What follows belongs to an exercise in optimizing a design on an open flow for small area, a short achievable clock period and few clock cycles per item; a production flow would make more cautious choices.

Setup of run 1:
==> flow/design.v <==
module gcd_multilane #(
    parameter int width_p = 32,
    parameter int els_p   = 4
) (
    input  logic                       clk_i,
    input  logic                       reset_i,
    input  logic [2*width_p-1:0]       data_i,
    input  logic                       v_i,
    output logic                       ready_o,
    output logic [width_p-1:0]         data_o,
    output logic                       v_o,
    input  logic                       yumi_i,
    output logic [$clog2(els_p+1)-1:0] count_o
);
    localparam int sh_w   = $clog2(width_p);
    localparam int max_sh = 7;
    function automatic logic [sh_w:0] ctz(input logic [width_p-1:0] x);
        logic [width_p-1:0]           v;
        logic [width_p-1:0][sh_w-1:0] c;
        for (int i = 0; i < width_p; i++) begin
            v[i] = x[i];
            c[i] = '0;
        end
        for (int l = 0; l < sh_w; l++) begin
            for (int i = 0; i < (width_p >> (l + 1)); i++) begin
                c[i] = v[2*i] ? c[2*i] : (c[2*i+1] | sh_w'(1 << l));
                v[i] = v[2*i] | v[2*i+1];
            end
        end
        ctz = {!v[0], c[0]};
    endfunction
    logic                busy_q;
    logic                first_q;    
    logic                fin_q;      
    logic [width_p-1:0]  a_q, b_q;
    logic [sh_w-1:0]     k_q;        
    logic                accept, retire, eq, found, k_zero, shift_a;
    assign eq      = (a_q == b_q);
    assign found   = eq && (a_q[0] || (a_q == '0));
    assign k_zero  = (k_q == '0);
    assign shift_a = busy_q && !k_zero && (fin_q || found);
    assign ready_o = !reset_i && !busy_q;
    assign v_o     = busy_q && k_zero && (fin_q || found);
    assign data_o  = a_q;
    assign count_o = {{($clog2(els_p+1)-1){1'b0}}, busy_q};
    assign accept  = v_i && ready_o;
    assign retire  = yumi_i && v_o;
    logic [width_p-1:0]  g, p, gg, pp, g2, p2;
    logic [width_p-1:0]  diff, below, absd, a_step, b_step;
    logic                neg, z_ab;
    logic [sh_w-1:0]     tz_x, k_new;
    logic [2:0]          sh;
    always_comb begin
        g  = a_q & ~b_q;
        p  = ~(a_q ^ b_q);
        gg = g;
        pp = p;
        gg[0] = g[0] | p[0];      
        for (int l = 1; l < width_p; l = l * 2) begin
            g2 = gg;
            p2 = pp;
            for (int i = 0; i < width_p; i++) begin
                if ((i / l) % 2 == 1) begin
                    g2[i] = gg[i] | (pp[i] & gg[(i / l) * l - 1]);
                    p2[i] = pp[i] & pp[(i / l) * l - 1];
                end
            end
            gg = g2;
            pp = p2;
        end
        diff[0]  = ~p[0];
        below[0] = 1'b0;
        for (int i = 1; i < width_p; i++) begin
            diff[i]  = p[i] ^ gg[i-1];
            below[i] = ~pp[i-1];
        end
        neg  = ~gg[width_p-1];
        absd = diff ^ ({width_p{neg}} & below);
        tz_x   = sh_w'(ctz(~p));
        sh     = (tz_x > sh_w'(max_sh)) ? 3'(max_sh) : tz_x[2:0];
        b_step = absd >> sh;
        if (!a_q[0])         a_step = b_q;
        else if (!b_q[0])    a_step = a_q;
        else if (neg)        a_step = a_q;
        else                 a_step = b_q;
        {z_ab, k_new} = ctz(a_q | b_q);
    end
    always_ff @(posedge clk_i) begin
        if (reset_i) begin
            busy_q <= 1'b0;
        end else if (accept) begin
            busy_q <= 1'b1;
        end else if (retire) begin
            busy_q <= 1'b0;
        end
    end
    always_ff @(posedge clk_i) begin
        if (accept) begin
            a_q     <= data_i[width_p-1:0];
            b_q     <= data_i[2*width_p-1:width_p];
            first_q <= 1'b1;
            fin_q   <= 1'b0;
            k_q     <= '0;
        end else begin
            if (shift_a) begin
                a_q <= a_q << 1;
            end else if (!(fin_q || found)) begin
                a_q <= a_step;
            end
            b_q     <= b_step;
            first_q <= 1'b0;
            fin_q   <= fin_q || found;
            if (first_q && !found) begin
                k_q <= z_ab ? '0 : k_new;
            end else if (shift_a) begin
                k_q <= k_q - 1'b1;
            end
        end
    end
endmodule
make LEC_CHECK=0 CAP_MARGIN=20 CORE_MARGIN=2 CORE_UTILIZATION=40 SETUP_SLACK_MARGIN=4.3 SLEW_MARGIN=20 finish   # period 8.0 ns
run.sh (not shown) runs the stock make flow with config.mk's settings and CLKGATE_MAP_FILE= SYNTH_SCRIPT=/design/flow/synth_recipe.tcl, a recipe that flattens the netlist after the stock synthesis.
Inputs modified between run 1 and run 2:
--- a/flow/design.v
+++ b/flow/design.v
@@ -48,7 +48,8 @@
     logic [width_p-1:0]  g, p, gg, pp, g2, p2;
     logic [width_p-1:0]  diff, below, absd, a_step, b_step;
     logic                neg, z_ab;
-    logic [sh_w-1:0]     tz_x, k_new;
+    logic [sh_w-1:0]     k_new;
+    logic [max_sh:0]     x_lo;
     logic [2:0]          sh;
     always_comb begin
         g  = a_q & ~b_q;
@@ -76,8 +77,8 @@
         end
         neg  = ~gg[width_p-1];
         absd = diff ^ ({width_p{neg}} & below);
-        tz_x   = sh_w'(ctz(~p));
-        sh     = (tz_x > sh_w'(max_sh)) ? 3'(max_sh) : tz_x[2:0];
+        x_lo   = ~p[max_sh:0];
+        sh     = 3'(ctz({{(width_p-max_sh-1){1'b0}}, x_lo}));
         b_step = absd >> sh;
         if (!a_q[0])         a_step = b_q;
         else if (!b_q[0])    a_step = a_q;
- Run 2 vs. run 1: multi-input combinational area share now smaller.
- Delta (run 2 minus run 1): met2 track demand over resource in global routing increased by 0.29 points relative to the old numbers; placeable core region decreased by 3.2% relative to the old numbers.
Function was not checked in any run of this note: the RTL went through the layout flow alone.


Another version of the RTL of gcd_multilane (not shown whole).
Size in the first run: ~980 cells after synthesis, ~71 flip-flops, about 110 I/O pins, roughly 7400 sq um of cells after synthesis.
Design gcd_multilane, start of the top module:
module gcd_multilane #(
    parameter int width_p = 32,
    parameter int els_p   = 4
) (
    input  logic                       clk_i,
    input  logic                       reset_i,
    input  logic [2*width_p-1:0]       data_i,
    input  logic                       v_i,
    output logic                       ready_o,
    output logic [width_p-1:0]         data_o,
    output logic                       v_o,
    input  logic                       yumi_i,
    output logic [$clog2(els_p+1)-1:0] count_o
);
==> module gcd_multilane, before the edit <==
module gcd_multilane #(
    parameter int width_p = 32,
    parameter int els_p   = 4
) (
    input  logic                       clk_i,
    input  logic                       reset_i,
    input  logic [2*width_p-1:0]       data_i,
    input  logic                       v_i,
    output logic                       ready_o,
    output logic [width_p-1:0]         data_o,
    output logic                       v_o,
    input  logic                       yumi_i,
    output logic [$clog2(els_p+1)-1:0] count_o
);
    localparam int sh_w   = $clog2(width_p);
    localparam int max_sh = 7;
    function automatic logic [sh_w:0] ctz(input logic [width_p-1:0] x);
        logic [width_p-1:0]           v;
        logic [width_p-1:0][sh_w-1:0] c;
        for (int i = 0; i < width_p; i++) begin
            v[i] = x[i];
            c[i] = '0;
        end
        for (int l = 0; l < sh_w; l++) begin
            for (int i = 0; i < (width_p >> (l + 1)); i++) begin
                c[i] = v[2*i] ? c[2*i] : (c[2*i+1] | sh_w'(1 << l));
                v[i] = v[2*i] | v[2*i+1];
            end
        end
        ctz = {!v[0], c[0]};
    endfunction
    logic                busy_q;
    logic                fin_q;      
    logic [width_p-1:0]  a_q, b_q;
    logic [sh_w-1:0]     k_q;        
    logic                accept, retire, eq, found, k_zero, shift_a;
    assign found   = eq && a_q[0];
    assign k_zero  = (k_q == '0);
    assign shift_a = !k_zero && fin_q;
    assign ready_o = !reset_i && !busy_q;
    assign v_o     = busy_q && k_zero && fin_q;
    assign data_o  = a_q;
    assign count_o = {{($clog2(els_p+1)-1){1'b0}}, busy_q};
    assign accept  = v_i && ready_o;
    assign retire  = yumi_i && v_o;
    logic [width_p-1:0]  g, p, gg, pp, g2, p2;
    logic [width_p-1:0]  diff, below, flip, a_step, b_step;
    logic [width_p+max_sh-1:0] ext;
    logic                neg, over;
    logic [sh_w-1:0]     k_new;
    logic                z_ab;
    assign {z_ab, k_new} = ctz(data_i[width_p-1:0] | data_i[2*width_p-1:width_p]);
    logic [max_sh:0]     x_lo;
    logic [2:0]          sh;
    always_comb begin
        g  = a_q & ~b_q;
        p  = ~(a_q ^ b_q);
        gg = g;
        pp = p;
        gg[0] = g[0] | p[0];      
        for (int l = 1; l < width_p; l = l * 2) begin
            g2 = gg;
            p2 = pp;
            for (int i = 0; i < width_p; i++) begin
                if ((i / l) % 2 == 1) begin
                    g2[i] = gg[i] | (pp[i] & gg[(i / l) * l - 1]);
                    p2[i] = pp[i] & pp[(i / l) * l - 1];
                end
            end
            gg = g2;
            pp = p2;
        end
        diff[0]  = ~p[0];
        below[0] = 1'b0;
        for (int i = 1; i < width_p; i++) begin
            diff[i]  = p[i] ^ gg[i-1];
            below[i] = ~pp[i-1];
        end
        neg  = ~gg[width_p-1];
        eq   = pp[width_p-1];
        x_lo   = ~p[max_sh:0];
        sh     = 3'(ctz({{(width_p-max_sh-1){1'b0}}, x_lo}));
        over   = (x_lo == '0);
        for (int i = 0; i < width_p; i++) begin
            flip[i] = (i != 0) && (!over || (i + max_sh >= width_p) ||
                                   below[(i + max_sh) % width_p]);
        end
        ext    = {{max_sh{neg}}, diff} >> sh;
        b_step = ext[width_p-1:0] ^ ({width_p{neg}} & flip);
        if (!a_q[0])         a_step = b_q;
        else if (!b_q[0])    a_step = a_q;
        else if (neg)        a_step = a_q;
        else                 a_step = b_q;
    end
    always_ff @(posedge clk_i) begin
        if (reset_i) begin
            busy_q <= 1'b0;
        end else if (accept) begin
            busy_q <= 1'b1;
        end else if (retire) begin
            busy_q <= 1'b0;
        end
    end
    always_ff @(posedge clk_i) begin
        if (accept) begin
            a_q     <= data_i[width_p-1:0];
            b_q     <= data_i[2*width_p-1:width_p];
            fin_q   <= z_ab;
            k_q     <= z_ab ? '0 : k_new;
        end else begin
            if (shift_a) begin
                a_q <= a_q << 1;
            end else if (!fin_q) begin
                a_q <= a_step;
            end
            b_q     <= b_step;
            fin_q   <= fin_q || found;
            if (shift_a) begin
                k_q <= k_q - 1'b1;
            end
        end
    end
endmodule
clock: 8.0 ns
lec_check: 0
cap_margin: 20
core_margin: 2
core_utilization: 62
cts_buf_list: sky130_fd_sc_hd__clkbuf_4 sky130_fd_sc_hd__clkbuf_8
setup_slack_margin: 4.0
slew_margin: 20
standard.sh (not shown) runs the stock make flow with config.mk's settings and CLKGATE_MAP_FILE= SYNTH_SCRIPT=/design/flow/synth_recipe.tcl, a recipe that flattens the netlist after the stock synthesis.
==> flow/flow/run.sh <==
#!/bin/bash
# The standard layout, with each port buffered by sky130_fd_sc_hd__buf_1
# instead of the delay-buffer cell buffer_ports picks by default.
set -euo pipefail
export BUFFER_PORTS_ARGS="-buffer_cell sky130_fd_sc_hd__buf_1"
bash standard.sh finish > flow_make.log 2>&1
Then changed:
--- a/flow/design.v
+++ b/flow/design.v
@@ -27,32 +27,31 @@
                 v[i] = v[2*i] | v[2*i+1];
             end
         end
         ctz = {!v[0], c[0]};
     endfunction
     logic                busy_q;
+    logic                first_q;    
     logic                fin_q;      
     logic [width_p-1:0]  a_q, b_q;
     logic [sh_w-1:0]     k_q;        
     logic                accept, retire, eq, found, k_zero, shift_a;
-    assign found   = eq && a_q[0];
+    assign found   = eq && (a_q[0] || (first_q && z_ab));
     assign k_zero  = (k_q == '0);
     assign shift_a = !k_zero && fin_q;
     assign ready_o = !reset_i && !busy_q;
     assign v_o     = busy_q && k_zero && fin_q;
     assign data_o  = a_q;
     assign count_o = {{($clog2(els_p+1)-1){1'b0}}, busy_q};
     assign accept  = v_i && ready_o;
     assign retire  = yumi_i && v_o;
     logic [width_p-1:0]  g, p, gg, pp, g2, p2;
     logic [width_p-1:0]  diff, below, flip, a_step, b_step;
     logic [width_p+max_sh-1:0] ext;
-    logic                neg, over;
+    logic                neg, z_ab, over;
     logic [sh_w-1:0]     k_new;
-    logic                z_ab;
-    assign {z_ab, k_new} = ctz(data_i[width_p-1:0] | data_i[2*width_p-1:width_p]);
     logic [max_sh:0]     x_lo;
     logic [2:0]          sh;
     always_comb begin
         g  = a_q & ~b_q;
         p  = ~(a_q ^ b_q);
         gg = g;
@@ -88,12 +87,13 @@
         ext    = {{max_sh{neg}}, diff} >> sh;
         b_step = ext[width_p-1:0] ^ ({width_p{neg}} & flip);
         if (!a_q[0])         a_step = b_q;
         else if (!b_q[0])    a_step = a_q;
         else if (neg)        a_step = a_q;
         else                 a_step = b_q;
+        {z_ab, k_new} = ctz(a_q | b_q);
     end
     always_ff @(posedge clk_i) begin
         if (reset_i) begin
             busy_q <= 1'b0;
         end else if (accept) begin
             busy_q <= 1'b1;
@@ -102,22 +102,26 @@
         end
     end
     always_ff @(posedge clk_i) begin
         if (accept) begin
             a_q     <= data_i[width_p-1:0];
             b_q     <= data_i[2*width_p-1:width_p];
-            fin_q   <= z_ab;
-            k_q     <= z_ab ? '0 : k_new;
+            first_q <= 1'b1;
+            fin_q   <= 1'b0;
+            k_q     <= '0;
         end else begin
             if (shift_a) begin
                 a_q <= a_q << 1;
             end else if (!fin_q) begin
                 a_q <= a_step;
             end
             b_q     <= b_step;
+            first_q <= 1'b0;
             fin_q   <= fin_q || found;
-            if (shift_a) begin
+            if (first_q && !found) begin
+                k_q <= z_ab ? '0 : k_new;
+            end else if (shift_a) begin
                 k_q <= k_q - 1'b1;
             end
         end
     end
 endmodule
Outcome:
- routed wire length rises by about a fifth
- design area climbs by roughly a tenth
- synthesized area went up by roughly a tenth
- worst setup slack improved by 100 ps
- sequential share of layout area is lower by 2.6 points
- die area rises by a little under a tenth
- count of clock-buffer cells in the layout goes down by 2
- cell count went up by roughly a tenth
- core utilization goes up by 0.91 points
- non-clock buffer count rises by 2
- hold slack got worse by 38 ps
No functional check of the RTL was part of any run of this note.

static timing again, ports no longer ideal:
The results above use ideal ports. As a check the final layouts listed here were re-extracted and re-timed, cells and wires unchanged.
Step 1 sets driving cells, clkbuf_16 on the clock port and buf_2 on the other inputs (assumed; they add their load-dependent delay and slew).
Step 2 moves the port delays by t, midway between the first and last clock arrival at a register: inputs arrive t later, outputs are due t later. That takes back most of the time a late clock gives input paths.
Slacks: ideal / step 1 / step 2; pairs: ideal / step 1.
run | t (ns) | setup slack, ns | hold slack, ns | slew at the worst register clock pin (ns) | worst data-port slew with drivers (ns)
run 1 | 0.401 | 3.655 / 3.608 / 3.865 | 0.571 / 0.571 / 0.571 | 0.07 / 0.07 | 0.06
run 2 | 0.400 | 3.670 / 3.624 / 3.918 | 0.479 / 0.479 / 0.479 | 0.08 / 0.08 | 0.05
the first run of note 2 | 0.414 | 4.017 / 4.031 / 3.616 | 0.544 / 0.544 / 0.544 | 0.09 / 0.09 | 0.03
the second run of note 2 | 0.418 | 4.120 / 4.120 / 4.007 | 0.507 / 0.507 / 0.507 | 0.10 / 0.10 | 0.03
After both steps setup and hold are still met in every run listed. The setup slack of the first run of note 2, which loses most, moves by +0.014 ns with the drivers and by -0.401 ns with both steps.
